What follows belongs to an exercise in optimizing a design on an open flow for small area, a short achievable clock period and few clock cycles per item; a production flow would make more cautious choices.
In this exercise RTL edits were held to simulation tests only and were not proved equivalent to the original.
Power figures rest on the tool's default switching activity, not on a simulated workload.

$ cat run.sh
#!/bin/bash
# synth_recipe.tcl (not shown) runs the flow's synth.tcl, then flattens the netlist and writes it again
# the make line also repeats each setting of config.mk as NAME=value (left out here)
make -C /OpenROAD-flow-scripts/flow DESIGN_CONFIG=/design/flow/config.mk WORK_HOME=/design/flow/orfs CLKGATE_MAP_FILE= SYNTH_SCRIPT=/design/flow/synth_recipe.tcl finish
$ cat config.mk
export PLATFORM = sky130hd
export DESIGN_NAME = page_table_lru_evictor_top
export DESIGN_NICKNAME = page_table_lru_evictor_top
export VERILOG_FILES = /design/flow/design.v
export SDC_FILE = /design/flow/constraint.sdc
export NUM_CORES = 4
export LEC_CHECK = 0
export CAP_MARGIN = 20
export CORE_MARGIN = 2
export CORE_UTILIZATION = 40
export CTS_BUF_LIST = sky130_fd_sc_hd__clkbuf_16
export CTS_CLUSTER_DIAMETER = 60
export CTS_CLUSTER_SIZE = 20
export SETUP_SLACK_MARGIN = 4.4
export SLEW_MARGIN = 20
$ cat constraint.sdc
create_clock -name core_clock -period 7.0 [get_ports {clk}]
set_input_delay 1.4000 -clock core_clock [delete_from_list [all_inputs] [get_ports {clk}]]
set_output_delay 1.4000 -clock core_clock [all_outputs]
set_load 0.01 [all_outputs]
$ cat design.v
`timescale 1ns / 1ps
`default_nettype none
package ptle_pkg;
	typedef enum logic [2:0] {
		OP_FIND   = 3'd0,
		OP_ADD    = 3'd1,
		OP_REMOVE = 3'd2,
		OP_TOUCH  = 3'd3,
		OP_UNLINK = 3'd4,
		OP_EVICT  = 3'd5
	} op_t;
	localparam logic [1:0] ST_OK      = 2'd0;
	localparam logic [1:0] ST_MISS    = 2'd1;
	localparam logic [1:0] ST_EMPTY   = 2'd2;
	localparam logic [1:0] ST_PINNED  = 2'd3;
	localparam int FILE_W = 8;
	localparam int PAGE_W = 16;
	localparam int MASK_W = 16;
endpackage
`default_nettype wire
`timescale 1ns / 1ps
`default_nettype none
module ptle_cell (
	input  wire                            clk,
	input  wire                            arst_n,
	input  wire [ptle_pkg::FILE_W-1:0]     wr_file,
	input  wire [ptle_pkg::PAGE_W-1:0]     wr_page,
	input  wire [ptle_pkg::FILE_W-1:0]     cmp_file,
	input  wire [ptle_pkg::PAGE_W-1:0]     cmp_page,
	input  wire                            wr_key,
	input  wire                            clr_valid,
	output logic                           eq,
	output logic                           valid,
	output logic [ptle_pkg::FILE_W-1:0]    kfile,
	output logic [ptle_pkg::PAGE_W-1:0]    kpage
);
	logic valid_q;
	logic [ptle_pkg::FILE_W-1:0] file_q;
	logic [ptle_pkg::PAGE_W-1:0] page_q;
	always_ff @(posedge clk or negedge arst_n) begin
		if (!arst_n) valid_q <= 1'b0;
		else if (wr_key) valid_q <= 1'b1;
		else if (clr_valid) valid_q <= 1'b0;
	end
	always_ff @(posedge clk) begin
		if (wr_key) begin
			file_q <= wr_file;
			page_q <= wr_page;
		end
	end
	assign eq    = file_q == cmp_file && page_q == cmp_page;
	assign valid = valid_q;
	assign kfile = file_q;
	assign kpage = page_q;
endmodule
`default_nettype wire
`timescale 1ns / 1ps
`default_nettype none
module page_table_lru_evictor_top (
	input  wire         clk,
	input  wire         arst_n,
	input  wire         in_valid,
	output logic        in_ready,
	input  wire  [2:0]  opcode,
	input  wire  [7:0]  file_id,
	input  wire  [15:0] page_number,
	input  wire  [3:0]  frame,
	input  wire  [15:0] pinned_mask,
	input  wire  [15:0] dirty_mask,
	output logic        out_valid,
	input  wire         out_ready,
	output logic [1:0]  status,
	output logic [3:0]  frame_out,
	output logic [7:0]  victim_file_id,
	output logic [15:0] victim_page_number,
	output logic        needs_writeback
);
	localparam int N = 16;
	logic        s1_v;
	logic [2:0]  op_q;
	logic [7:0]  fid_q;
	logic [15:0] pg_q;
	logic [3:0]  fr_q;
	logic [15:0] dirty_q;
	logic [N-1:0] eq_q;       
	logic        peq_q;      
	logic        padd_q;     
	logic [3:0]  pfr_q;      
	logic [N-1:0] vic_q;      
	logic        vfound_q;   
	logic        vlisted_q;  
	logic        busy_q;     
	logic        ready;      
	logic        exec;       
	logic        skid_v;
	assign in_ready = !busy_q;
	assign ready = !(s1_v && out_valid && skid_v);
	assign exec = s1_v && ready;
	logic is_find, is_add, is_remove, is_touch, is_unlink, is_evict;
	assign is_find   = op_q == ptle_pkg::OP_FIND;
	assign is_add    = op_q == ptle_pkg::OP_ADD;
	assign is_remove = op_q == ptle_pkg::OP_REMOVE;
	assign is_touch  = op_q == ptle_pkg::OP_TOUCH;
	assign is_unlink = op_q == ptle_pkg::OP_UNLINK;
	assign is_evict  = op_q == ptle_pkg::OP_EVICT;
	logic [N-1:0] fsel;
	assign fsel = N'(1) << fr_q;
	logic [N-1:0] eq_in, kvalid, wr_key, clr_valid;
	logic [7:0]  kfile [N];
	logic [15:0] kpage [N];
	for (genvar g = 0; g < N; g++) begin : g_cell
		ptle_cell u_cell (
			.clk(clk), .arst_n(arst_n),
			.wr_file(fid_q), .wr_page(pg_q),
			.cmp_file(file_id), .cmp_page(page_number),
			.wr_key(wr_key[g]), .clr_valid(clr_valid[g]),
			.eq(eq_in[g]), .valid(kvalid[g]), .kfile(kfile[g]), .kpage(kpage[g])
		);
	end
	logic [N-1:0] match, first;
	logic hit;
	always_comb begin
		for (int i = 0; i < N; i++)
			match[i] = kvalid[i] && (padd_q && pfr_q == 4'(i) ? peq_q : eq_q[i]);
	end
	always_comb begin
		logic seen;
		seen = 1'b0;
		for (int i = 0; i < N; i++) begin
			first[i] = match[i] && !seen;
			seen = seen || match[i];
		end
	end
	assign hit = |match;
	logic [3:0] hit_idx;
	always_comb begin
		hit_idx = '0;
		for (int i = 0; i < N; i++)
			if (first[i]) hit_idx = hit_idx | 4'(i);
	end
	logic ev_ok;
	assign ev_ok = vfound_q;
	logic [N-1:0] on_q, on_n;
	always_comb begin
		on_n = on_q;
		if (exec) begin
			if (is_touch) on_n = on_q | fsel;
			else if (is_unlink) on_n = on_q & ~fsel;
			else on_n = on_q & ~vic_q;
		end
	end
	logic [N-1:0] tsel;
	logic [N*N-1:0] newer_q, newer_n, newer;
	assign tsel = exec && is_touch ? fsel : '0;
	always_comb begin
		newer_n = newer_q;
		newer = '0;
		for (int i = 0; i < N; i++)
			for (int j = 0; j < N; j++)
				if (i < j) begin
					newer_n[i*N+j] = tsel[i] || (newer_q[i*N+j] && !tsel[j]);
					newer[i*N+j] = newer_n[i*N+j];
				end else if (i > j) begin
					newer[i*N+j] = !newer_n[j*N+i];
				end
	end
	logic [N-1:0] cand, vic_in;
	assign cand = opcode == ptle_pkg::OP_EVICT ? on_n & ~pinned_mask : '0;
	always_comb begin
		for (int v = 0; v < N; v++) begin
			vic_in[v] = cand[v];
			for (int j = 0; j < N; j++)
				if (j != v && cand[j] && !newer[j*N+v]) vic_in[v] = 1'b0;
		end
	end
	always_ff @(posedge clk or negedge arst_n) begin
		if (!arst_n) on_q <= '0;
		else on_q <= on_n;
	end
	for (genvar i = 0; i < N; i++) begin : g_row
		for (genvar j = i + 1; j < N; j++) begin : g_col
			always_ff @(posedge clk) newer_q[i*N+j] <= newer_n[i*N+j];
		end
	end
	always_ff @(posedge clk) begin
		if (ready) begin
			op_q      <= opcode;
			fid_q     <= file_id;
			pg_q      <= page_number;
			fr_q      <= frame;
			dirty_q   <= dirty_mask;
			eq_q      <= eq_in;
			peq_q     <= fid_q == file_id && pg_q == page_number;
			padd_q    <= s1_v && is_add;
			pfr_q     <= fr_q;
			vic_q     <= vic_in;
			vfound_q  <= |cand;
			vlisted_q <= |on_n;
		end
	end
	logic [N-1:0] skid_sel;   
	logic [1:0] skid_st;
	logic [3:0] skid_fr;
	logic       skid_wb;
	logic [N-1:0] ksel;
	always_comb begin
		if (skid_v) ksel = skid_sel;
		else ksel = vic_q & kvalid;
	end
	logic [3:0]  vidx;
	logic [7:0]  vfile;
	logic [15:0] vpage;
	logic        vdirty;
	always_comb begin
		vidx = '0; vfile = '0; vpage = '0;
		for (int i = 0; i < N; i++) begin
			if (vic_q[i]) vidx = vidx | 4'(i);
			if (ksel[i]) begin
				vfile = vfile | kfile[i];
				vpage = vpage | kpage[i];
			end
		end
	end
	assign vdirty = |(vic_q & dirty_q);
	assign wr_key = exec && is_add ? fsel : '0;
	assign clr_valid = exec && is_remove ? first : exec ? vic_q : '0;
	logic [1:0]  r_st;
	logic [3:0]  r_fr;
	logic        r_wb;
	always_comb begin
		r_st = ptle_pkg::ST_OK;
		r_fr = '0;
		r_wb = 1'b0;
		if (is_find || is_remove) begin
			if (!hit) r_st = ptle_pkg::ST_MISS;
			else if (is_find) r_fr = hit_idx;
		end else if (is_evict) begin
			if (!vlisted_q) r_st = ptle_pkg::ST_EMPTY;
			else if (!vfound_q) r_st = ptle_pkg::ST_PINNED;
			else begin
				r_fr = vidx;
				r_wb = vdirty;
			end
		end
	end
	logic pop;
	assign pop = out_valid && out_ready;
	logic s1_v_n, out_valid_n, skid_v_n;
	always_comb begin
		s1_v_n = ready ? in_valid : s1_v;
		out_valid_n = out_valid;
		skid_v_n = skid_v;
		if (pop) begin
			out_valid_n = skid_v || exec;
			skid_v_n = 1'b0;
		end else if (exec) begin
			if (out_valid) skid_v_n = 1'b1;
			else out_valid_n = 1'b1;
		end
	end
	always_ff @(posedge clk or negedge arst_n) begin
		if (!arst_n) begin
			s1_v      <= 1'b0;
			busy_q    <= 1'b0;
			out_valid <= 1'b0;
			skid_v    <= 1'b0;
		end else begin
			s1_v      <= s1_v_n;
			busy_q    <= s1_v_n && out_valid_n && skid_v_n;
			out_valid <= out_valid_n;
			skid_v    <= skid_v_n;
		end
	end
	always_ff @(posedge clk) begin
		if (!out_valid || out_ready) begin
			if (skid_v) {status, frame_out, needs_writeback} <= {skid_st, skid_fr, skid_wb};
			else {status, frame_out, needs_writeback} <= {r_st, r_fr, r_wb};
			victim_file_id <= vfile;
			victim_page_number <= vpage;
		end
		if (!skid_v && out_valid && !out_ready) begin
			{skid_st, skid_fr, skid_wb} <= {r_st, r_fr, r_wb};
			skid_sel <= ksel;
		end
	end
endmodule
`default_nettype wire
==> impl_metrics.tcl, run 1 <==
set metrics [dict create \
    outcome "complete, no violations" \
    grt_start_max_net_pins 56 \
    antenna_found_initial 6 \
    finalMaxSlewViolations 0 \
    wl_mm 137 \
    die_w_um 282 \
    synth_area_leaders "edfxtp_1, dfxtp_1, xor2_1" \
    drive_above_1_share_pct 31.2 \
    area_growth_syn_to_layout_pct 32.7 \
    drtIter0Drc 3797 \
    ys_ff_latch 681 \
    grt-ovfl-total 0 \
    gr-usage-all-layers_pct 33.7 \
    netlist-cell-type-count 82 \
    crit_start "op_q[2]" \
    setup_tns_ps 0 \
    start_util_pct 40.5 \
    num-fill-cells 6453 \
    clock_skew_ps 53.1 \
    die_area_um2 79300 \
    syn_nets 2468 \
    insertion_delay_ps 650 \
    path_clk_slew_ps 70 \
    fp.dieH_um 282 \
    fin_crit_sh_pct 41.0 \
    final_nets 2853 \
    via_per_inst 6.44 \
    synth_edf_count 525 \
    fmax_mhz 348 \
    dr_wl_met3_mm 17.2 \
    crit_path_end "vic_q[13]" \
    critPathArrivalTime_ps 3300 \
    regToRegEndpoint "vic_q[13]" \
    critPathLaunchType "register" \
    r2r_start "op_q[2]" \
    wire_per_inst_um 35.4 \
    postLayoutCoreUtil_pct 53.8 \
    worst_pin_slew_ps 1150 \
    numCtsBuffers 66 \
    r2r_slack_ps 4130 \
    gp_congestion 1.03 \
    synth_cells 2401 \
    clockRootBuffer "clkbuf_16" \
    ys_warn_count 4 \
    routed.top_layer "met5" \
    cts.path.max_buffers 3 \
    slew_headroom_pct 23.0 \
    synth_area_um2 30800 \
    r2r_cells 7 \
    fin_crit_ps 2870 \
    cts_tree "built" \
    rsz0062_at_grt "true" \
    ant_nets 0 \
    first_global_vias 23394 \
    cts_max_level 3 \
    cp_max_fo 11 \
    syn_area_per_cell_um2 12.8 \
    finalSetupViolations 0 \
    numPortBuffers 99 \
    synth.largest_area_cell "edfxtp_1" \
    core_area_um2 76100 \
    wl_met2_mm 59.5 \
    endpoint_kind "register" \
    async_reset_ff_share_pct 5.29 \
    maxCapViolations 0 \
    synthFlopType "edfxtp_1" \
    dr.pass1.iters 6 \
    place_hpwl_mm 88.5 \
    crit_required_ps 7430 \
    cts_sinks 681 \
    hp-class "reg2reg" \
    num_rows 101 \
    p_per_area_nw_per_um2 276 \
    met1_length_mm 53.3 \
    ys_seq_area_share_pct 61.9 \
    path_class "reg2reg" \
    hold_viol_final 0 \
    grt_pass1_wl_mm 187 \
    drt_drc_violations_left 0 \
    vias 24913 \
    ir_drop_uv 179 \
    ioPinCount 100 \
    leakagePower_nw 14.9 \
    synth_top_area_share_pct 51.2 \
]
-- routing by layer --
metal | GRT usage, % | up-vias
met2 | 50.7 | 1902
met1 | 46.6 | 12594
met4 | 13.3 | 8
li1 | - | 10017
met5 | 0 | -
met3 | 8.75 | 392
-- cell usage after synthesis, types with 5 or more instances --
library cell    n
a211o_1        10
a211oi_1       10
a21boi_0        7
a21o_1         30
a21oi_1        66
a221oi_1      101
a22o_1        105
a22oi_1        44
a2bb2oi_1       9
a31o_1          6
a31o_2          8
and4b_1         6
buf_2          17
buf_4           5
clkbuf_1      110
dfrtp_1        36
dfxtp_1       120
edfxtp_1      525
inv_1          65
mux2_2         12
mux2i_1        26
nand2_1       207
nand2b_1        6
nand3_1        23
nand3b_1        5
nand4_1        82
nor2_1         52
nor2b_1         6
nor3_1         25
nor4_1         96
nor4bb_1        6
o211ai_1       10
o21ai_0        26
o21ai_1        16
o221ai_1       41
xnor2_1       136
xor2_1        272
-- sequential cells by signal, summed over array words and instances (netlist names), 3 cells and up --
signal,count
g_cell.u_cell.file_q,128
victim_file_id,8
op_q,3
g_cell.u_cell.valid_q,16
skid_sel,16
fr_q,4
skid_fr,4
eq_q,16
victim_page_number,16
on_q,16
g_cell.u_cell.page_q,256
vic_q,16
pg_q,16
newer_q,120
dirty_q,16
fid_q,8
pfr_q,4
frame_out,4
-- critical path, cell delays in order (launching register included) --
cell	delay (ps)
edfxtp_1	480
and3b_1	380
nand2_2	250
nor2_1	570
a21oi_1	240
a22oi_1	230
o221ai_1	200
nor4_4	320
-- worst min path at each step --
stage	startpoint	depth (start not counted)	slack, ps	end
floorplan	newer_q[6]	2	430	newer_q[6]
global placement	newer_q[20]	2	460	newer_q[20]
detailed placement	newer_q[20]	2	460	newer_q[20]
CTS	newer_q[20]	2	480	newer_q[20]
global route	newer_q[7]	2	520	newer_q[7]
finish	newer_q[157]	2	490	newer_q[157]
-- area by class of cell --
cell class | count | area [um^2] | share of cell area [%]
Antenna cell | 2 | 5.00 | 0.0122
Clock buffer | 67 | 1680 | 4.10
Clock inverter | 52 | 736 | 1.80
Inverter | 66 | 255 | 0.624
Multi-Input combinational cell | 1522 | 13500 | 33.1
Sequential cell | 681 | 19100 | 46.6
Tap cell | 1030 | 1290 | 3.15
Timing Repair Buffer | 449 | 4320 | 10.6
-- placed cells by master, fill, tap and decap left out, drive strengths merged, types with 10 or more instances in the layout --
cell type      instances
nand4                 83
nand3                 23
o221ai                41
clkbuf                77
nor2                  54
nor3                  27
o211ai                10
clkdlybuf4s50         39
dfrtp                 36
mux2                  12
dfxtp                120
mux2i                 27
a21o                  30
a21oi                 66
edfxtp               525
nand2                208
a22o                 105
a31o                  14
a22oi                 44
a221oi               101
o21ai                 42
clkinv                19
inv                   84
a211oi                13
a211o                 12
xnor2                136
buf                  386
a21boi                11
xor2                 272
nor4                  99
-- stage by stage --
| step | total power [mW] | area (um^2) | hold slack [ps] | setup slack (ps) | instances |
|---|---|---|---|---|---|
| global route | 11.5 | 40900 | 516 | 4150 | 3867 |
| finish | 11.3 | 40900 | 489 | 4130 | 3869 |
| CTS | 11.1 | 39400 | 478 | 4280 | 3787 |
| global placement | 6.84 | 33500 | 463 | 2100 | 3472 |
| detailed placement | 6.85 | 33500 | 457 | 2100 | 3473 |
| floorplan | 6.00 | 31400 | 430 | 4120 | 2401 |
-- timing repair --
action                                  4_1_cts  5_1_grt
pin swaps                                    88       99
endpoints found under the hold margin         0        0
buffers inserted                            179       76
endpoints found under the setup margin      595      107
resized for setup                           565      189
hold buffers                                  0        0
cloned                                       16        4
-- logic make-up (layout without fill, tap and decap cells) --
kind of cell	count (synthesis)	count (layout)	synth area share, %
flip-flops	681	681	61.9
AND/OR/NAND/NOR	544	547	9.31
AO/OA/AOI/OAI	526	528	13.3
XOR/XNOR	408	408	11.6
buffers and inverters	203	634	2.64
multiplexers	39	39	1.33
other	0	2	0
-- where the power goes --
group / switching, mW / internal [mW] / total, mW
clock: 1.84 / 2.19 / 4.03
combinational: 1.41 / 0.740 / 2.15
sequential: 0.290 / 4.82 / 5.11
Testbench counts, summed over its fixed seeds: cycles 32,016, items 32,000.
==> inputs of run 2 (changes only) <==
--- a/config.mk
+++ b/config.mk
@@ -8,8 +8,9 @@
 export CAP_MARGIN = 20
 export CORE_MARGIN = 2
-export CORE_UTILIZATION = 40
+export CORE_UTILIZATION = 30
 export CTS_BUF_LIST = sky130_fd_sc_hd__clkbuf_16
 export CTS_CLUSTER_DIAMETER = 60
 export CTS_CLUSTER_SIZE = 20
+export PLACE_DENSITY = 0.75
 export SETUP_SLACK_MARGIN = 4.4
 export SLEW_MARGIN = 20
==> impl_metrics.tcl, run 2 <==
set metrics [dict create \
    outcome "complete, no violations" \
    gp_congestion 1.08 \
    clock_skew_ps 24.1 \
    netlist-cell-type-count 82 \
    area_growth_syn_to_layout_pct 25.3 \
    hp-class "reg2reg" \
    worstPathCellList "nor3b_4 -> buf_6 -> buf_4 -> mux2i_1 -> o21ai_2 -> a211oi_2 -> buf_6 -> o2bb2ai_1 -> a221oi_4 -> and4b_1" \
    reg.largest.list "g_cell.u_cell.page_q (256), g_cell.u_cell.file_q (128), newer_q (120)" \
    finalSetupViolations 0 \
    critPathArrivalTime_ps 3200 \
    seq_area_um2 19100 \
    critPathLaunchType "register" \
    endpoint_kind "register" \
    multiInputGateArea_um2 13000 \
    crit_start "op_q[1]" \
    crit_top_cell "buf_6" \
    cts_max_level 2 \
    hold_viol_final 0 \
    path_class "reg2reg" \
    synth_edf_count 525 \
    hp-start "newer_q[31]" \
    top_register "g_cell.u_cell.page_q" \
    yosysMostFrequentCell "edfxtp_1" \
    num_rows 117 \
    synth_area_um2 30800 \
    synth_area_leaders "edfxtp_1, dfxtp_1, xor2_1" \
    synth_top_area_share_pct 51.2 \
    die_area_um2 105000 \
    rsz0062_at_grt "true" \
    r2r_slack_ps 4150 \
    regToRegEndpoint "vic_q[7]" \
    fp.dieH_um 325 \
    leakagePower_nw 13.6 \
    gr-usage-all-layers_pct 22.7 \
    r2r_start "op_q[1]" \
    ys_warn_count 4 \
    largest_register_ffs 256 \
    ant_nets 0 \
    grt_pass1_wl_mm 174 \
    ys_ff_latch 681 \
    cts_sinks 681 \
    fmax_mhz 351 \
    maxCapViolations 0 \
    layout_commonest_cell "edfxtp_1" \
    grt_start_max_net_pins 51 \
    grt-ovfl-total 0 \
    async_reset_ff_share_pct 5.29 \
    ir_drop_uv 157 \
    slew_headroom_pct 34.3 \
    synth_cells 2401 \
    cts_tree "built" \
    ys_seq_area_share_pct 61.9 \
    crit_required_ps 7360 \
    num-fill-cells 9510 \
    setup_tns_ps 0 \
    fin_crit_ps 2850 \
    wl_mm 128 \
    cp_max_fo 10 \
    ioPinCount 100 \
    final_cell_mix "edfxtp_1, xor2_1, nand2_1" \
    start_util_pct 30.2 \
    cts.path.max_buffers 3 \
    finalMaxSlewViolations 0 \
    hold_end "newer_q[31]" \
    syn_nets 2468 \
    path_clk_slew_ps 90 \
    r2r_cells 10 \
    die_w_um 325 \
    drt_drc_violations_left 0 \
    first_global_vias 23429 \
    place_hpwl_mm 79.6 \
    synth_commonest_cells "edfxtp_1, xor2_1, nand2_1, xnor2_1, dfxtp_1" \
    p_per_area_nw_per_um2 252 \
    fin_crit_sh_pct 40.7 \
    synthFlopType "edfxtp_1" \
    whs_path_depth 2 \
    cts_hold_buf 0 \
    drive_above_1_share_pct 24.4 \
    dr.pass1.iters 8 \
    synth.largest_area_cell "edfxtp_1" \
    final_nets 2716 \
    clockRootBuffer "clkbuf_16" \
    numPortBuffers 99 \
    antenna_found_initial 6 \
    via_per_inst 6.14 \
    crit_path_top_delay_cell "edfxtp_1" \
    numCtsBuffers 42 \
    vias 24794 \
    max_stage_delay_ps 500 \
    drtIter0Drc 3972 \
    holdWs_ps 486 \
    wire_per_inst_um 31.7 \
    core_area_um2 102000 \
    syn_area_per_cell_um2 12.8 \
    worst_pin_slew_ps 986 \
    insertion_delay_ps 610 \
]
[run 2: how the worst max path moves through the flow]
stage	end	slack (ps)	cells past startpoint
2_1_floorplan	vic_q[0]	4120	7
3_3_place_gp	eq_q[1]	2470	5
3_5_place_dp	eq_q[1]	2450	5
4_1_cts	victim_page_number[10]	4290	1
5_1_grt	vic_q[6]	4120	10
6_report	vic_q[7]	4150	10
[run 2: worst max-delay path, delay by kind of cell (launching register included)]
family | cells | cell delay, ps
compound gates | 4 | 730
buf+inv | 3 | 590
flops | 1 | 500
mux | 1 | 260
simple gates | 2 | 520
[run 2: area by class of cell]
cell class,instances,share of cell area (%)
sequential,681,49.4
timing repair buffer,334,8.66
antenna,1,0.00648
inverter,66,0.642
tap,1368,4.43
clock buffer,44,2.85
multi-input combinational,1524,33.6
clock inverter,20,0.366
[run 2: timing repair]
item | in CTS | in global routing
pin swaps | 62 | 69
cloned | 12 | 5
endpoints found under the setup margin | 629 | 155
resized for setup | 479 | 169
setup buffers | 114 | 52
[run 2: kinds of logic (layout without fill, tap and decap cells)]
kind of cell	after synthesis	after routing	share of synthesized area, %
buffers and inverters	203	464	2.64
flip-flops	681	681	61.9
AO/OA/AOI/OAI	526	528	13.3
AND/OR/NAND/NOR	544	549	9.31
multiplexers	39	39	1.33
other	0	1	0
XOR/XNOR	408	408	11.6
[run 2: where the power goes]
part	internal, mW	switching, mW	total [mW]
combinational	0.676	1.35	2.02
sequential	4.81	0.288	5.10
clock	1.18	1.40	2.59
[run 2: metrics by stage]
step	std cells	worst slack [ps]	utilization, %	cell area (um^2)	power, mW
floorplan	2401	4120	-	31400	6.00
detailed placement	3790	2450	33.1	33800	6.77
global route	4038	4120	37.9	38600	9.89
finish	4038	4150	37.9	38600	9.71
global placement	3788	2470	33.1	33700	6.74
CTS	3980	4290	36.6	37300	9.43
[run 2: layer usage]
layer  track usage, %  vias up  part of all wire (%)
li1                 -     9703                     -
met1             27.9    11981                    34
met2             34.9     2344                    43
met3             5.88      760                    13
met4             15.4        6                   9.6
met5                0        -                 0.028
==> inputs of run 3 (changes only) <==
--- a/config.mk
+++ b/config.mk
@@ -12,5 +12,4 @@
 export CTS_CLUSTER_DIAMETER = 60
 export CTS_CLUSTER_SIZE = 20
-export PLACE_DENSITY = 0.75
 export SETUP_SLACK_MARGIN = 4.4
 export SLEW_MARGIN = 20
==> impl_metrics.tcl, run 3 <==
set metrics [dict create \
    outcome "complete, no violations" \
    synth_cells 2401 \
    numPortBuffers 99 \
    finalSetupViolations 0 \
    max_stage_delay_ps 450 \
    finalMaxSlewViolations 0 \
    via_per_inst 5.83 \
    drtIter0Drc 3663 \
    hold_viol_final 0 \
    worst_pin_slew_ps 943 \
    crit_path_top_delay_cell "edfxtp_1" \
    gp_congestion 0.999 \
    fin_area_um2 38600 \
    async_reset_ff_share_pct 5.29 \
    synth_top_family_by_area "compound AO/OA/AOI/OAI gates" \
    largest_register_ffs 256 \
    synth_mux_area_share_pct 1.33 \
    final_nets 2725 \
    ioPinCount 100 \
    cp_max_fo 11 \
    endpoint_kind "register" \
    cts_max_level 2 \
    ant_nets 0 \
    ys_warn_count 4 \
    fin_crit_ps 2700 \
    worstPathCellList "buf_4 -> nor4b_2 -> nand2_2 -> a21oi_1 -> inv_1 -> a22oi_1 -> o221ai_1 -> nor4_1" \
    fp.dieH_um 325 \
    ys_ff_latch 681 \
    synth-xor-area-share_pct 11.6 \
    synthFlopType "edfxtp_1" \
    cts_sinks 681 \
    antenna_found_initial 8 \
    numCtsBuffers 47 \
    r2r_cells 8 \
    synth_edf_count 525 \
    first_global_vias 22508 \
    synth_commonest_cells "edfxtp_1, xor2_1, nand2_1, xnor2_1, dfxtp_1" \
    yosys.area_share.simple_pct 9.31 \
    rsz0062_at_grt "true" \
    fmax_mhz 371 \
    synth_area_leaders "edfxtp_1, dfxtp_1, xor2_1" \
    netlist-cell-type-count 82 \
    syn_nets 2468 \
    synth.largest_area_cell "edfxtp_1" \
    clock_skew_ps 38.5 \
    path_class "reg2reg" \
    synthAdderAreaFrac_pct 0 \
    grt_start_max_net_pins 49 \
    p_per_area_nw_per_um2 259 \
    synth_compound_area_share_pct 13.3 \
    yosysMostFrequentCell "edfxtp_1" \
    syn_area_per_cell_um2 12.8 \
    slew_headroom_pct 37.1 \
    crit_required_ps 7450 \
    dr.pass1.iters 8 \
    die_w_um 325 \
    whs_path_depth 2 \
    synth_top_area_share_pct 51.2 \
    insertion_delay_ps 640 \
    reg.largest.list "g_cell.u_cell.page_q (256), g_cell.u_cell.file_q (128), newer_q (120)" \
    synth_area_um2 30800 \
    layout_commonest_cell "edfxtp_1" \
    ys_seq_area_share_pct 61.9 \
    cts_tree "built" \
    clockRootBuffer "clkbuf_16" \
    die_area_um2 105000 \
    ir_drop_uv 157 \
    leakagePower_nw 13.7 \
    cts.path.max_buffers 3 \
    critPathLaunchType "register" \
    top_register "g_cell.u_cell.page_q" \
    critPathArrivalTime_ps 3150 \
    num_rows 117 \
    post_dp_cell_area_um2 33800 \
    critical-path-top-delay-family "simple AND/OR/NAND/NOR gates" \
    hp-class "reg2reg" \
    path_clk_slew_ps 90 \
    maxCapViolations 0 \
    setup_tns_ps 0 \
    critPathBufInv 2 \
    wire_per_inst_um 31.6 \
    final_cell_mix "edfxtp_1, xor2_1, nand2_1" \
    grt_pass1_wl_mm 177 \
    place_hpwl_mm 83.3 \
    drive_above_1_share_pct 24.3 \
    fin_crit_sh_pct 38.5 \
    cts_hold_buf 0 \
    gr-usage-all-layers_pct 23.4 \
    start_util_pct 30.2 \
    core_area_um2 102000 \
    area_growth_syn_to_layout_pct 25.3 \
    path_depth 8 \
    grt-ovfl-total 0 \
    wl_mm 128 \
    vias 23689 \
    drt_drc_violations_left 0 \
]
-- run 3: cell count changes in the layout (fill, tap and decap cells not counted), moves of 7 or more --
cell	before	now
buf_12	37	28
buf_4	156	178
clkbuf_16	44	51
mux2i_4	11	4
o221ai_1	23	32
xor2_1	270	262
-- run 3: cells by family after synthesis --
| kind of cell | count (synthesis) |
|---|---|
| flip-flops | 681 |
| AND/OR/NAND/NOR | 544 |
| AO/OA/AOI/OAI | 526 |
| XOR/XNOR | 408 |
| buffers and inverters | 203 |
| multiplexers | 39 |
-- run 3: area by class of cell --
cell class	count	area, um^2
Tap cell	1368	1710
Clock inverter	31	277
Sequential cell	681	19100
Antenna cell	2	5.00
Timing Repair Buffer	343	3300
Inverter	66	251
Fill cell	9780	63300
Clock buffer	50	1250
Multi-Input combinational cell	1519	12800
-- run 3: timing repair --
| item | CTS | global route |
|---|---|---|
| resized for setup | 493 | 106 |
| setup endpoints to repair | 624 | 292 |
| setup buffers | 116 | 52 |
| gates cloned | 9 | 1 |
| pin swaps | 81 | 46 |
-- run 3: worst register-to-register path: cells and delay by family (launching register included) --
family,cells,cell delay (ps)
AO/OA/AOI/OAI,3,640
AND/OR/NAND/NOR,3,1080
flip-flops,1,450
buffers and inverters,2,350
-- run 3: report_power, final --
| part | switching, mW | total [mW] | internal, mW |
|---|---|---|---|
| clock | 1.53 | 2.93 | 1.40 |
| combinational | 1.32 | 1.99 | 0.672 |
| sequential | 0.276 | 5.09 | 4.81 |
-- run 3: worst paths after layout --
kind | from | slack [ps] | endpoint
max | fr_q[0] | 4300 | vic_q[1]
max in group asynchronous | arst_n | 5440 | out_valid
min reg2reg | newer_q[105] | 490 | newer_q[105]
max reg2reg | fr_q[0] | 4300 | vic_q[1]
min | newer_q[105] | 490 | newer_q[105]
min in group asynchronous | arst_n | 920 | g_cell[8].u_cell.valid_q
-- run 3: per-layer routing --
metal / wire (um) / vias to the layer above / GRT usage [%]
met1: 50900 / 11887 / 31.9
li1: - / 9718 / -
met3: 14100 / 361 / 4.82
met5: 49 / - / 0
met2: 56900 / 1715 / 35.8
met4: 6520 / 8 / 10.5
-- run 3: per-stage QoR --
step | cells | setup slack [ps] | total power, mW | utilization, % | hold WS [ps]
after floorplan | 2401 | 4120 | 6.00 | - | 430
after global placement | 3799 | 2260 | 6.82 | 33.2 | 464
after detailed placement | 3799 | 2200 | 6.82 | 33.2 | 468
after CTS | 4005 | 4290 | 9.88 | 37.1 | 487
after global routing | 4059 | 4220 | 10.2 | 37.9 | 511
final | 4060 | 4300 | 10.0 | 37.9 | 491
==> inputs of run 4 (changes only) <==
--- a/config.mk
+++ b/config.mk
@@ -9,5 +9,5 @@
 export CORE_MARGIN = 2
 export CORE_UTILIZATION = 30
-export CTS_BUF_LIST = sky130_fd_sc_hd__clkbuf_16
+export CTS_BUF_LIST = sky130_fd_sc_hd__clkbuf_8 sky130_fd_sc_hd__clkbuf_16
 export CTS_CLUSTER_DIAMETER = 60
 export CTS_CLUSTER_SIZE = 20
==> impl_metrics.tcl, run 4 <==
set metrics [dict create \
    outcome "complete, no violations" \
    fin_crit_sh_pct 38.5 \
    numPortBuffers 99 \
    fin_crit_ps 2700 \
    hold_viol_final 0 \
    gp_congestion 0.999 \
    async_reset_ff_share_pct 5.29 \
    crit_start "fr_q[0]" \
    dr.pass1.iters 8 \
    reg.largest.list "g_cell.u_cell.page_q (256), g_cell.u_cell.file_q (128), newer_q (120)" \
    final_cell_mix "edfxtp_1, xor2_1, nand2_1" \
    ir_drop_uv 157 \
    finalMaxSlewViolations 0 \
    switching_share_pct 31.2 \
    wire_per_inst_um 31.6 \
    largest_register_ffs 256 \
    synth_area_um2 30800 \
    yosysMostFrequentCell "edfxtp_1" \
    synth_top_area_share_pct 51.2 \
    grt_pass1_wl_mm 177 \
    wl_mm 128 \
    sequentialPowerShare_pct 50.8 \
    insertion_delay_ps 640 \
    rsz0062_at_grt "true" \
    grt-ovfl-total 0 \
    r2r_slack_ps 4300 \
    cp_max_fo 11 \
    die_area_um2 105000 \
    synth_area_leaders "edfxtp_1, dfxtp_1, xor2_1" \
    ys_warn_count 4 \
    crit_path_top_delay_cell "edfxtp_1" \
    finalSetupViolations 0 \
    slew_headroom_pct 37.1 \
    switchingPower_mw 3.12 \
    vias 23689 \
    synthFlopType "edfxtp_1" \
    p_comb_share_pct 19.9 \
    crit_path_end "vic_q[1]" \
    netlist-cell-type-count 82 \
    antenna_found_initial 8 \
    worstPathCellList "buf_4 -> nor4b_2 -> nand2_2 -> a21oi_1 -> inv_1 -> a22oi_1 -> o221ai_1 -> nor4_1" \
    ant_nets 0 \
    cts_hold_buf 0 \
    synth.largest_area_cell "edfxtp_1" \
    fin_area_um2 38600 \
    critPathArrivalTime_ps 3150 \
    die_w_um 325 \
    drtIter0Drc 3663 \
    regToRegEndpoint "vic_q[1]" \
    hp-class "reg2reg" \
    gr-usage-all-layers_pct 23.4 \
    endpoint_kind "register" \
    final_nets 2725 \
    crit_required_ps 7450 \
    grt_start_max_net_pins 49 \
    cts_max_level 2 \
    num_rows 117 \
    max_stage_delay_ps 450 \
    postLayoutCoreUtil_pct 37.9 \
    r2r_start "fr_q[0]" \
    synth_commonest_cells "edfxtp_1, xor2_1, nand2_1, xnor2_1, dfxtp_1" \
    numCtsBuffers 47 \
    top_register "g_cell.u_cell.page_q" \
    cts_sinks 681 \
    place_hpwl_mm 83.3 \
    via_per_inst 5.83 \
    ys_seq_area_share_pct 61.9 \
    leakagePower_nw 13.7 \
    drt_drc_violations_left 0 \
    worst_pin_slew_ps 943 \
    start_util_pct 30.2 \
    first_global_vias 22508 \
    post_dp_cell_area_um2 33800 \
    setup_tns_ps 0 \
    ys_ff_latch 681 \
    ioPinCount 100 \
    clkPwrFrac_pct 29.3 \
    drive_above_1_share_pct 24.3 \
    synth_edf_count 525 \
    fmax_mhz 371 \
    synth_cells 2401 \
    path_clk_slew_ps 90 \
    cts_tree "built" \
    area_growth_syn_to_layout_pct 25.3 \
    clock_skew_ps 38.5 \
    r2r_cells 8 \
    p_per_area_nw_per_um2 259 \
    fp.dieH_um 325 \
    clockRootBuffer "clkbuf_16" \
    core_area_um2 102000 \
    path_class "reg2reg" \
    power.internal_mw 6.89 \
    whs_path_depth 2 \
    syn_area_per_cell_um2 12.8 \
    layout_commonest_cell "edfxtp_1" \
    cts.path.max_buffers 3 \
    maxCapViolations 0 \
    critPathLaunchType "register" \
    syn_nets 2468 \
]
-- run 4: cell counts in the layout (fill, tap and decap cells not counted) --
Identical to the previous run, type by type.
-- run 4: logic make-up after synthesis --
group | after synthesis | synth area share [%]
DFF | 681 | 61.9
AOI/OAI and AO/OA | 526 | 13.3
and+or+nand+nor | 544 | 9.31
buffers and inverters | 203 | 2.64
muxes | 39 | 1.33
xor gates and xnor gates | 408 | 11.6
-- run 4: final cells by class --
class / instances / area [um^2]
Multi-Input combinational cell: 1519 / 12800
Tap cell: 1368 / 1710
Clock inverter: 31 / 277
Timing Repair Buffer: 343 / 3300
Sequential cell: 681 / 19100
Clock buffer: 50 / 1250
Antenna cell: 2 / 5.00
Inverter: 66 / 251
Fill cell: 9780 / 63300
-- run 4: layer usage --
metal	up-vias	wire, um	GRT usage [%]	share of wire [%]
met4	8	6520	10.5	5.1
met5	-	49	0	0.038
met2	1715	56900	35.8	44
met1	11887	50900	31.9	40
li1	9718	-	-	-
met3	361	14100	4.82	11
-- run 4: power by group through the flow --
stage / clock network (mW) / registers, mW / logic, mW
floorplan: 0 / 5.06 / 0.942
global placement: 0 / 5.18 / 1.64
detailed placement: 0 / 5.19 / 1.63
CTS: 2.96 / 5.08 / 1.84
global route: 3.08 / 5.13 / 2.04
finish: 2.93 / 5.09 / 1.99
-- run 4: stage by stage --
stage          power [mW]  hold WS [ps]  cells  worst slack, ps
2_1_floorplan        6.00           430   2401             4120
3_3_place_gp         6.82           464   3799             2260
3_5_place_dp         6.82           468   3799             2200
4_1_cts              9.88           487   4005             4290
5_1_grt              10.2           511   4059             4220
6_report             10.0           491   4060             4300
-- run 4: worst max-delay path: cells and delay by family, from the launching register on --
kind,cells,cell delay (ps)
AOI/OAI and AO/OA,3,640
buffers and inverters,2,350
DFF,1,450
and+or+nand+nor,3,1080
-- run 4: how the worst min path moves through the flow --
stage / from / slack (ps) / end
floorplan: newer_q[6] / 430 / newer_q[6]
detailed placement: newer_q[105] / 470 / newer_q[105]
finish: newer_q[105] / 490 / newer_q[105]
CTS: newer_q[123] / 490 / newer_q[123]
global placement: newer_q[171] / 460 / newer_q[171]
global route: newer_q[38] / 510 / newer_q[38]
-- run 4: repair_timing --
action,CTS,global route
setup endpoints to repair,624,292
gates resized for setup,493,106
gates cloned,9,1
setup buffers,116,52
pin swaps,81,46
==> inputs of run 5 (changes only) <==
--- a/design.v
+++ b/design.v
@@ -82,5 +82,5 @@
 	logic [15:0] pg_q;
 	logic [3:0]  fr_q;
-	logic [15:0] dirty_q;
+	logic        wb_q;       
 	logic [N-1:0] eq_q;       
 	logic        peq_q;      
@@ -189,5 +189,5 @@
 			pg_q      <= page_number;
 			fr_q      <= frame;
-			dirty_q   <= dirty_mask;
+			wb_q      <= |(vic_in & dirty_mask);
 			eq_q      <= eq_in;
 			peq_q     <= fid_q == file_id && pg_q == page_number;
@@ -222,5 +222,5 @@
 		end
 	end
-	assign vdirty = |(vic_q & dirty_q);
+	assign vdirty = wb_q;
 	assign wr_key = exec && is_add ? fsel : '0;
 	assign clr_valid = exec && is_remove ? first : exec ? vic_q : '0;
--- a/config.mk
+++ b/config.mk
@@ -9,5 +9,5 @@
 export CORE_MARGIN = 2
 export CORE_UTILIZATION = 30
-export CTS_BUF_LIST = sky130_fd_sc_hd__clkbuf_8 sky130_fd_sc_hd__clkbuf_16
+export CTS_BUF_LIST = sky130_fd_sc_hd__clkbuf_16
 export CTS_CLUSTER_DIAMETER = 60
 export CTS_CLUSTER_SIZE = 20
==> impl_metrics.tcl, run 5 <==
set metrics [dict create \
    hp-class "reg2reg" \
    fmax_mhz 268 \
    leakagePower_nw 14.9 \
    place_hpwl_mm 91.1 \
    finalMaxSlewViolations 0 \
    grt-ovfl-total 0 \
    start_util_pct 30.2 \
    core_area_um2 102000 \
    crit_top_cell "buf_6" \
    setup_tns_ps 0 \
    fin_crit_ps 3740 \
    cts.path.max_buffers 3 \
    r2r_cells 12 \
    die_w_um 325 \
    path_depth 11 \
    fin_crit_sh_pct 53.4 \
    drtIter0Drc 3888 \
    slew_headroom_pct 24.8 \
    fp.dieH_um 325 \
    crit_path_top_delay_cell "or4_4" \
    path_clk_slew_ps 50 \
    num-fill-cells 9645 \
    outcome "complete, no violations" \
    wire_per_inst_um 32.5 \
    syn_nets 2545 \
    critical-path-top-delay-family "simple AND/OR/NAND/NOR gates" \
    n_antenna_cell 0 \
    whs_path_depth 2 \
    insertion_delay_ps 680 \
    critPathLaunchType "primary input" \
    cts_sinks 666 \
    final_cell_mix "edfxtp_1, xor2_1, buf_4" \
    cp_max_fo 8 \
    ant_nets 0 \
    async_reset_ff_share_pct 5.41 \
    drt_drc_violations_left 0 \
    postLayoutCoreUtil_pct 40.4 \
    synthFlopType "edfxtp_1" \
    max_stage_delay_ps 520 \
    largest_register_ffs 256 \
    cts_tree "built" \
    first_global_vias 23644 \
    synth_edf_count 510 \
    syn_area_per_cell_um2 12.4 \
    post_dp_cell_area_um2 33700 \
    rsz0062_at_grt "true" \
    top_register "g_cell.u_cell.page_q" \
    area_growth_syn_to_layout_pct 33.5 \
    ys_ff_latch 666 \
    met1_length_mm 54.4 \
    gr-usage-all-layers_pct 25.4 \
    p_per_area_nw_per_um2 276 \
    vias 24761 \
    ys_seq_area_share_pct 60.4 \
    clock_skew_ps 47.5 \
    yosysMostFrequentCell "edfxtp_1" \
    numCtsBuffers 74 \
    worst_pin_slew_ps 1130 \
    crit_required_ps 7380 \
    grt_start_max_net_pins 64 \
    endpoint_kind "register" \
    antenna_found_initial 8 \
    synth_cells 2478 \
    netlist-cell-type-count 82 \
    hold_viol_final 0 \
    synth_area_um2 30800 \
    critPathBufInv 3 \
    path_class "in2reg" \
    synth.largest_area_cell "edfxtp_1" \
    final_nets 2890 \
    synth_commonest_cells "edfxtp_1, xor2_1, nand2_1, xnor2_1, clkbuf_1" \
    dr.pass1.iters 5 \
    layout_commonest_cell "edfxtp_1" \
    cts_hold_buf 0 \
    gp_congestion 0.983 \
    ioPinCount 100 \
    die_area_um2 105000 \
    wl_mm 138 \
    critPathArrivalTime_ps 4110 \
    drive_above_1_share_pct 30.8 \
    clockRootBuffer "clkbuf_16" \
    routed.top_layer "met5" \
    worstPathCellList "buf_6 -> nand3b_1 -> buf_6 -> or4_4 -> or3_4 -> and2_4 -> buf_12 -> o211ai_1 -> nor4_2 -> a2111oi_4 -> nand4_1" \
    reg.largest.list "g_cell.u_cell.page_q (256), g_cell.u_cell.file_q (128), newer_q (120)" \
    via_per_inst 5.82 \
    fin_area_um2 41100 \
    synth_top_area_share_pct 49.7 \
    finalSetupViolations 0 \
    numPortBuffers 99 \
    maxCapViolations 0 \
    dr_wl_met3_mm 14.9 \
    cts_max_level 3 \
    wl_met2_mm 62.7 \
    num_rows 117 \
    grt_pass1_wl_mm 190 \
    ir_drop_uv 193 \
    ys_warn_count 4 \
    synth_area_leaders "edfxtp_1, dfxtp_1, xor2_1" \
]
## run 5: changes by cell type after synthesis, sizes merged, moves of 18 or more
| cell | delta |
|---|---|
| o221ai | -34 |
| o21ai | +39 |
| a21oi | +22 |
| mux2i | -24 |
| nand2 | -18 |
## run 5: worst reg2reg max path, delay by kind of cell, from the launching register on
kind	cells	cell delay (ps)
AOI/OAI and AO/OA	3	820
DFF	1	550
buffers and inverters	3	520
and+or+nand+nor	5	1240
muxes	1	330
## run 5: metal layers
layer  vias to the layer above  global-route usage (%)
li1                      10186                       -
met1                     12628                    34.3
met2                      1637                    39.5
met3                       304                    5.42
met4                         6                    10.8
met5                         -                       0
## run 5: kinds of logic after synthesis
logic type                synth area share [%]
buffers and inverters                     2.95
DFF                                       60.4
AOI/OAI and AO/OA                         13.2
xor gates and xnor gates                  11.6
muxes                                    0.840
and+or+nand+nor                           11.0
## run 5: final timing paths
check | end | slack [ps] | start
max reg2reg | wb_q | 3420 | op_q[0]
min in group asynchronous | on_q[7] | 770 | arst_n
max in group asynchronous | out_valid | 5750 | arst_n
max | wb_q | 3260 | opcode[1]
min reg2reg | newer_q[61] | 490 | newer_q[61]
min | newer_q[61] | 490 | newer_q[61]
## run 5: area by class of cell
| class | count | area, um^2 | area share (%) |
|---|---|---|---|
| Clock buffer | 78 | 1950 | 4.74 |
| Clock inverter | 58 | 711 | 1.73 |
| Inverter | 74 | 278 | 0.675 |
| Multi-Input combinational cell | 1592 | 14000 | 34.0 |
| Sequential cell | 666 | 18600 | 45.3 |
| Tap cell | 1368 | 1710 | 4.16 |
| Timing Repair Buffer | 415 | 3900 | 9.47 |
## run 5: power breakdown
part | leakage [nW] | switching, mW | internal [mW]
sequential | 6.20 | 0.259 | 4.70
combinational | 7.39 | 1.42 | 0.738
clock | 1.30 | 1.94 | 2.30
## run 5: through the flow
| stage | worst slack (ps) | cells | total power, mW | hold WS (ps) |
|---|---|---|---|---|
| 2_1_floorplan | 3050 | 2478 | 5.89 | 426 |
| 3_3_place_gp | 1650 | 3870 | 6.77 | 465 |
| 3_5_place_dp | 1560 | 3870 | 6.77 | 469 |
| 4_1_cts | 3170 | 4192 | 11.2 | 482 |
| 5_1_grt | 3190 | 4251 | 11.7 | 507 |
| 6_report | 3260 | 4251 | 11.4 | 494 |
## run 5: repair_timing
| action | in CTS | in global routing |
|---|---|---|
| resized for setup | 645 | 190 |
| pin swaps | 126 | 104 |
| hold endpoints to repair | 0 | 0 |
| cloned | 7 | 1 |
| endpoints found under the setup margin | 227 | 305 |
| buffers inserted | 179 | 58 |
Testbench counts of run 5, summed over its fixed seeds: cycles 32,016, items 32,000.

## static timing again, ports no longer ideal
Ports are ideal in the flow. The routed layouts listed here were re-timed in OpenROAD.
Step 1 (the two cells are an assumption about what drives the block):
set clk [get_ports {clk}]
set_driving_cell -lib_cell sky130_fd_sc_hd__clkbuf_16 $clk
set_driving_cell -lib_cell sky130_fd_sc_hd__buf_2 [delete_from_list [all_inputs] $clk]
Step 2 moves the port delays by t, midway between the first and last clock arrival at a register: inputs arrive t later, outputs are due t later. That takes back most of the time a late clock gives input paths.
Three values: no drivers, after step 1, after step 2; two values: the first two.
run	t (ns)	setup slack, ns	hold WS [ns]
run 1	0.681	4.130 / 4.130 / 3.550	0.489 / 0.489 / 0.489
run 2	0.675	4.152 / 4.152 / 3.553	0.486 / 0.486 / 0.486
run 3	0.694	4.302 / 4.267 / 3.671	0.491 / 0.491 / 0.491
run 4	0.694	4.302 / 4.267 / 3.671	0.491 / 0.491 / 0.491
run 5	0.727	3.263 / 3.308 / 2.581	0.494 / 0.494 / 0.494
After both steps setup and hold are still met in every run listed. The setup slack of run 5, which loses most, moves by +0.045 ns with the drivers and by -0.682 ns with both steps.
